From an optimization exercise on the open Yosys and OpenROAD flow, aimed at small area; shortcuts taken in it are not production practice. RTL that was checked went through simulation tests only; none was proved equivalent to the original.

==> 02-16: inputs <==
==> flow/design.v <==
module hls_module_status_monitor #(
    parameter int unsigned      N_CH    = 10,
    parameter int unsigned      CNT_W   = 32,
    parameter logic [N_CH-1:0]  CONT_EN = {N_CH{1'b0}},
    localparam int unsigned     CH_W    = (N_CH > 1) ? $clog2(N_CH) : 1
) (
    input  logic             clock,
    input  logic             reset,
    input  logic             finish,
    input  logic             clear,
    input  logic [N_CH-1:0]  ap_start,
    input  logic [N_CH-1:0]  ap_ready,
    input  logic [N_CH-1:0]  ap_done,
    input  logic [N_CH-1:0]  ap_continue,
    input  logic             rd_en,
    input  logic [CH_W-1:0]  rd_ch,
    input  logic [2:0]       rd_sel,
    output logic             rd_valid,
    output logic [CNT_W-1:0] rd_data,
    output logic             active,
    output logic [N_CH-1:0]  ovf
);
    localparam logic [CNT_W-1:0] ONES = {CNT_W{1'b1}};
    function automatic logic [CNT_W-1:0] inc_en(input logic [CNT_W-1:0] v, input logic en);
        logic t;
        t = en;
        for (int b = 0; b < CNT_W; b++) begin
            inc_en[b] = v[b] ^ t;
            t = t & v[b];
        end
    endfunction
    function automatic logic [CNT_W-1:0] cnt_nx(input logic [CNT_W-1:0] v, input logic en, input logic clr);
        logic t;
        t = en;
        for (int b = 0; b < CNT_W; b++) begin
            cnt_nx[b] = (v[b] & ~t & ~clr) | (~v[b] & t & ~clr);
            t = t & v[b];
        end
    endfunction
    function automatic logic [0:0] ge(input logic [CNT_W-1:0] a, input logic [CNT_W-1:0] b);
        logic g;
        g = 1'b1;
        for (int b_ = 0; b_ < CNT_W; b_++)
            g = (a[b_] & ~b[b_]) | ((a[b_] | ~b[b_]) & g);
        ge = g;
    endfunction
    logic             active_q;
    logic             opened_q;
    logic             active_nxt;
    logic [N_CH-1:0]  ovf_q;
    logic [N_CH-1:0]  ovf_nxt;
    logic [CNT_W-1:0] start_q   [N_CH];
    logic [CNT_W-1:0] ready_q   [N_CH];
    logic [CNT_W-1:0] busy_q    [N_CH];
    logic [CNT_W-1:0] stall_q   [N_CH];
    logic [CNT_W-1:0] max_nxt   [N_CH];
    logic [1:0]       state_nxt [N_CH];
    logic [N_CH-1:0]  ev_start, ev_ready, ev_done, ev_busy, ev_stall;
    logic [N_CH-1:0]  dlt_p, dlt_m;
    assign active     = active_q;
    assign ovf        = ovf_q;
    assign active_nxt = clear | (~finish & (active_q | ~opened_q));
    always_ff @(posedge clock or negedge reset) begin
        if (!reset) begin
            active_q <= 1'b0;
            opened_q <= 1'b0;
            ovf_q    <= '0;
        end else begin
            active_q <= active_nxt;
            opened_q <= 1'b1;
            ovf_q    <= ovf_nxt;
        end
    end
    for (genvar c = 0; c < N_CH; c++) begin : g_ch
        logic             st_busy, st_hold;
        logic             nx_busy, nx_hold;
        logic             cont;
        logic [CNT_W-1:0] start_r, ready_r, busy_r, stall_r, max_r, lat_r;
        logic [CNT_W-1:0] cand;
        logic             p_r, m_r;
        logic             f_start, f_ready, f_busy, f_stall, f_lat, f_done;
        logic             e_start, e_ready, e_done, e_busy, e_stall;
        logic             s_eff, d_eff, upd;
        assign cont = ~CONT_EN[c] | ap_continue[c];
        always_comb begin
            nx_busy = st_busy;
            nx_hold = st_hold;
            if (st_busy) begin
                if (ap_done[c]) begin
                    nx_busy = 1'b0;
                    nx_hold = ~cont;
                end
            end else if (st_hold) begin
                if (ap_continue[c]) nx_hold = 1'b0;
            end else if (ap_start[c]) begin
                nx_busy = ~ap_done[c];
                nx_hold = ap_done[c] & ~cont;
            end
        end
        assign e_start = ~st_busy & ~st_hold & ap_start[c];
        assign e_done  = ap_done[c] & (st_busy | (~st_hold & ap_start[c]));
        assign e_busy  = st_busy;
        assign e_ready = ap_ready[c];
        assign e_stall = st_hold & ~ap_continue[c];
        assign f_start = &start_r;
        assign f_ready = &ready_r;
        assign f_busy  = &busy_r;
        assign f_stall = &stall_r;
        assign f_lat   = &lat_r;
        assign f_done  = (~p_r & ~m_r & f_start) | (p_r & (start_r == (ONES - CNT_W'(1))));
        assign cand = inc_en(lat_r, ~f_lat);
        assign upd  = active_q & e_done & ge(lat_r, max_r) & ~(&max_r);
        assign s_eff = active_q & e_start & ~f_start;
        assign d_eff = active_q & e_done & ~f_done;
        always_ff @(posedge clock or negedge reset) begin
            if (!reset) begin
                st_busy <= 1'b0;
                st_hold <= 1'b0;
                lat_r   <= '0;
                start_r <= '0;
                ready_r <= '0;
                busy_r  <= '0;
                stall_r <= '0;
                max_r   <= '0;
                p_r     <= 1'b0;
                m_r     <= 1'b0;
            end else begin
                st_busy <= nx_busy;
                st_hold <= CONT_EN[c] ? nx_hold : 1'b0;
                lat_r   <= nx_busy ? cand : '0;
                start_r <= cnt_nx(start_r, active_q & e_start & ~f_start, clear);
                ready_r <= cnt_nx(ready_r, active_q & e_ready & ~f_ready, clear);
                busy_r  <= cnt_nx(busy_r, active_q & e_busy & ~f_busy, clear);
                stall_r <= CONT_EN[c] ? cnt_nx(stall_r, active_q & e_stall & ~f_stall, clear) : '0;
                if (clear) begin
                    max_r   <= '0;
                    p_r     <= 1'b0;
                    m_r     <= 1'b0;
                end else if (active_q) begin
                    if (upd) max_r <= cand;
                    if (d_eff & ~s_eff) begin
                        p_r <= ~m_r;
                        m_r <= 1'b0;
                    end else if (s_eff & ~d_eff) begin
                        p_r <= 1'b0;
                        m_r <= ~p_r;
                    end
                end
            end
        end
        always_comb begin
            ovf_nxt[c] = ovf_q[c];
            if (active_q)
                ovf_nxt[c] = ovf_q[c] | (e_start & f_start) | (e_ready & f_ready) | (e_done & f_done)
                           | (e_busy & f_busy) | f_lat | (e_stall & f_stall);
            if (clear) ovf_nxt[c] = 1'b0;
        end
        assign start_q[c]   = start_r;
        assign ready_q[c]   = ready_r;
        assign busy_q[c]    = busy_r;
        assign stall_q[c]   = CONT_EN[c] ? stall_r : '0;
        assign max_nxt[c]   = clear ? '0 : (upd ? cand : max_r);
        assign state_nxt[c] = {CONT_EN[c] ? nx_hold : 1'b0, nx_busy};
        assign ev_start[c]  = e_start;
        assign ev_ready[c]  = e_ready;
        assign ev_done[c]   = e_done;
        assign ev_busy[c]   = e_busy;
        assign ev_stall[c]  = CONT_EN[c] ? e_stall : 1'b0;
        assign dlt_p[c]     = p_r;
        assign dlt_m[c]     = m_r;
    end
    logic             in_rng;
    logic [CNT_W-1:0] x_val;
    logic             x_inc, x_p, x_m;
    logic [CNT_W-1:0] y_val;
    logic [CNT_W-1:0] cnt_val;
    logic [CNT_W-1:0] rd_mux_c;
    always_comb begin
        in_rng = (32'(rd_ch) < N_CH);
        x_val  = '0;
        x_inc  = 1'b0;
        x_p    = 1'b0;
        x_m    = 1'b0;
        for (int i = 0; i < N_CH; i++) begin
            if (32'(rd_ch) == i) begin
                case (rd_sel)
                    3'd0: begin x_val = start_q[i]; x_inc = ev_start[i]; end
                    3'd1: begin x_val = ready_q[i]; x_inc = ev_ready[i]; end
                    3'd2: begin x_val = start_q[i]; x_inc = ev_done[i]; x_p = dlt_p[i]; x_m = dlt_m[i]; end
                    3'd3: begin x_val = busy_q[i];  x_inc = ev_busy[i]; end
                    3'd4: begin x_val = stall_q[i]; x_inc = ev_stall[i]; end
                    default: ;
                endcase
            end
        end
        x_inc = x_inc & active_q;
        begin
            logic tp, tm;
            tp = x_p;
            tm = x_m;
            for (int b_ = 0; b_ < CNT_W; b_++) begin
                y_val[b_] = x_val[b_] ^ (tp | tm);
                tp = tp & x_val[b_];
                tm = tm & ~x_val[b_];
            end
        end
        cnt_val = inc_en(y_val, x_inc & ~(&y_val));
        rd_mux_c = '0;
        if (in_rng) begin
            case (rd_sel)
                3'd5:    rd_mux_c = max_nxt[rd_ch];
                3'd6:    rd_mux_c = CNT_W'(state_nxt[rd_ch]);
                3'd7:    rd_mux_c = CNT_W'({ovf_nxt[rd_ch], active_nxt});
                default: rd_mux_c = clear ? '0 : cnt_val;
            endcase
        end
    end
    always_ff @(posedge clock or negedge reset) begin
        if (!reset) rd_valid <= 1'b0;
        else        rd_valid <= rd_en;
    end
    always_ff @(posedge clock) rd_data <= rd_mux_c;
endmodule
module hls_status_monitor_top (
    input  logic        clock,
    input  logic        reset,
    input  logic        finish,
    input  logic        clear,
    input  logic [9:0]  ap_start,
    input  logic [9:0]  ap_ready,
    input  logic [9:0]  ap_done,
    input  logic [9:0]  ap_continue,
    input  logic        rd_en,
    input  logic [3:0]  rd_ch,
    input  logic [2:0]  rd_sel,
    output logic        rd_valid,
    output logic [15:0] rd_data,
    output logic        active,
    output logic [9:0]  ovf
);
    hls_module_status_monitor #(
        .N_CH(10), .CNT_W(16), .CONT_EN(10'b1011011011)
    ) u_mon (
        .clock(clock), .reset(reset), .finish(finish), .clear(clear),
        .ap_start(ap_start), .ap_ready(ap_ready), .ap_done(ap_done), .ap_continue(ap_continue),
        .rd_en(rd_en), .rd_ch(rd_ch), .rd_sel(rd_sel),
        .rd_valid(rd_valid), .rd_data(rd_data), .active(active), .ovf(ovf)
    );
endmodule
==> flow/run.sh <==
#!/bin/bash
# synth_recipe.tcl (not shown) runs the flow's synth.tcl, then flattens the netlist and writes it again
# the make line also repeats each setting of config.mk as NAME=value (left out here)
make -C /OpenROAD-flow-scripts/flow DESIGN_CONFIG=/design/flow/config.mk WORK_HOME=/design/flow/orfs CLKGATE_MAP_FILE= SYNTH_SCRIPT=/design/flow/synth_recipe.tcl finish
==> flow/config.mk <==
export PLATFORM = sky130hd
export DESIGN_NAME = hls_status_monitor_top
export DESIGN_NICKNAME = hls_status_monitor_top
export VERILOG_FILES = /design/flow/design.v
export SDC_FILE = /design/flow/constraint.sdc
export NUM_CORES = 4
export LEC_CHECK = 0
export ABC_AREA = 1
export CAP_MARGIN = 20
export CORE_MARGIN = 2
export CORE_UTILIZATION = 55
export SLEW_MARGIN = 20
==> flow/constraint.sdc <==
create_clock -name core_clock -period 6.0 [get_ports {clock}]
set_input_delay 1.2000 -clock core_clock [delete_from_list [all_inputs] [get_ports {clock}]]
set_output_delay 1.2000 -clock core_clock [all_outputs]
set_load 0.01 [all_outputs]
==> 04-20 (differences from 02-16) <==
--- a/flow/design.v
+++ b/flow/design.v
@@ -206,3 +206,11 @@
         end
-        cnt_val = inc_en(y_val, x_inc & ~(&y_val));
+        begin
+            logic t, pre;
+            t   = x_inc & ~(&y_val);
+            pre = 1'b1;
+            for (int b_ = 0; b_ < CNT_W; b_++) begin
+                cnt_val[b_] = y_val[b_] ^ (t & pre);
+                pre = pre & y_val[b_];
+            end
+        end
         rd_mux_c = '0;
==> comparison table <==
Hold wc startpoint: 04-20 u_mon.g_ch[3].m_r$_DFFE_PN0P_; 02-16 u_mon.g_ch[7].m_r$_DFFE_PN0P_
Worst reg-to-reg path cell count: 04-20 25; 02-16 38
Post-Route WL: 04-20 184700 um; 02-16 194100 um
Buffer count excluding the clock tree in the final layout: 04-20 334; 02-16 489
Result of the run: 04-20 complete, no violations; 02-16 failed layout checks
Violated checks: 04-20 -; 02-16 negative setup slack
Required time of the critical path: 04-20 6.59 ns; 02-16 6.63 ns
Capture point of the critical path: 04-20 u_mon.rd_data[15]$_SDFF_PP0_; 02-16 u_mon.rd_data[14]$_SDFF_PP0_
Stage delay of the slowest cell on the critical path: 04-20 0.69 ns; 02-16 0.27 ns
Grt met3 use: 04-20 0.04552; 02-16 0.06542
Number of antenna violations at the first check in global routing: 04-20 7; 02-16 6
Post-synth top area share: 04-20 0.4310; 02-16 0.4346
Adder-cell share of the synthesized area: 04-20 0.03383; 02-16 0.03727
Sum of routed wire segments on met1: 04-20 81600 um; 02-16 82950 um
Worst setup SP type: 04-20 flop; 02-16 primary input
Source of the worst register-to-register timing path: 04-20 u_mon.g_ch[3].lat_r[8]$_DFF_PN0_; 02-16 u_mon.g_ch[0].stall_r[9]$_DFF_PN0_
Design Area, Final: 04-20 63400 um^2; 02-16 64750 um^2
Synth-to-Final Area Change: 04-20 13.52%; 02-16 16.90%
Core area: 04-20 100400 um^2; 02-16 100000 um^2
Slew at the pin with the worst max-slew slack: 04-20 1.130 ns; 02-16 1.027 ns
Vias in the first global route: 04-20 49360; 02-16 50230
Only the layout flow was run in 02-16; the RTL was not checked for function there.

-- port drivers added, routing unchanged --
No port has a modelled driver above. Below, the same layouts with a new extraction and two added sets of constraints. Step 1 sets driving cells, clkbuf_16 on the clock port and buf_2 on the other inputs (assumed; they add their load-dependent delay and slew). Step 2 adds t to the input delays and takes it off the output delays; t is the mean of the earliest and latest rising clock arrival at the registers after step 1. Input paths then give back, and output paths get back, about the clock's delay inside the block. a / b / c = ideal / step 1 / step 2; a / b = the first two.
run	t (ns)	setup slack, ns	worst register clock-pin slew, ns
02-16	0.775	-0.632 / -0.652 / -1.427	0.07 / 0.07
04-20	0.776	0.243 / 0.243 / -0.145	0.07 / 0.07
Met with ideal ports but missed after step 2: setup timing in 04-20. For 02-16, which loses most, drivers alone change the setup slack by -0.020 ns; drivers and shift together by -0.795 ns.
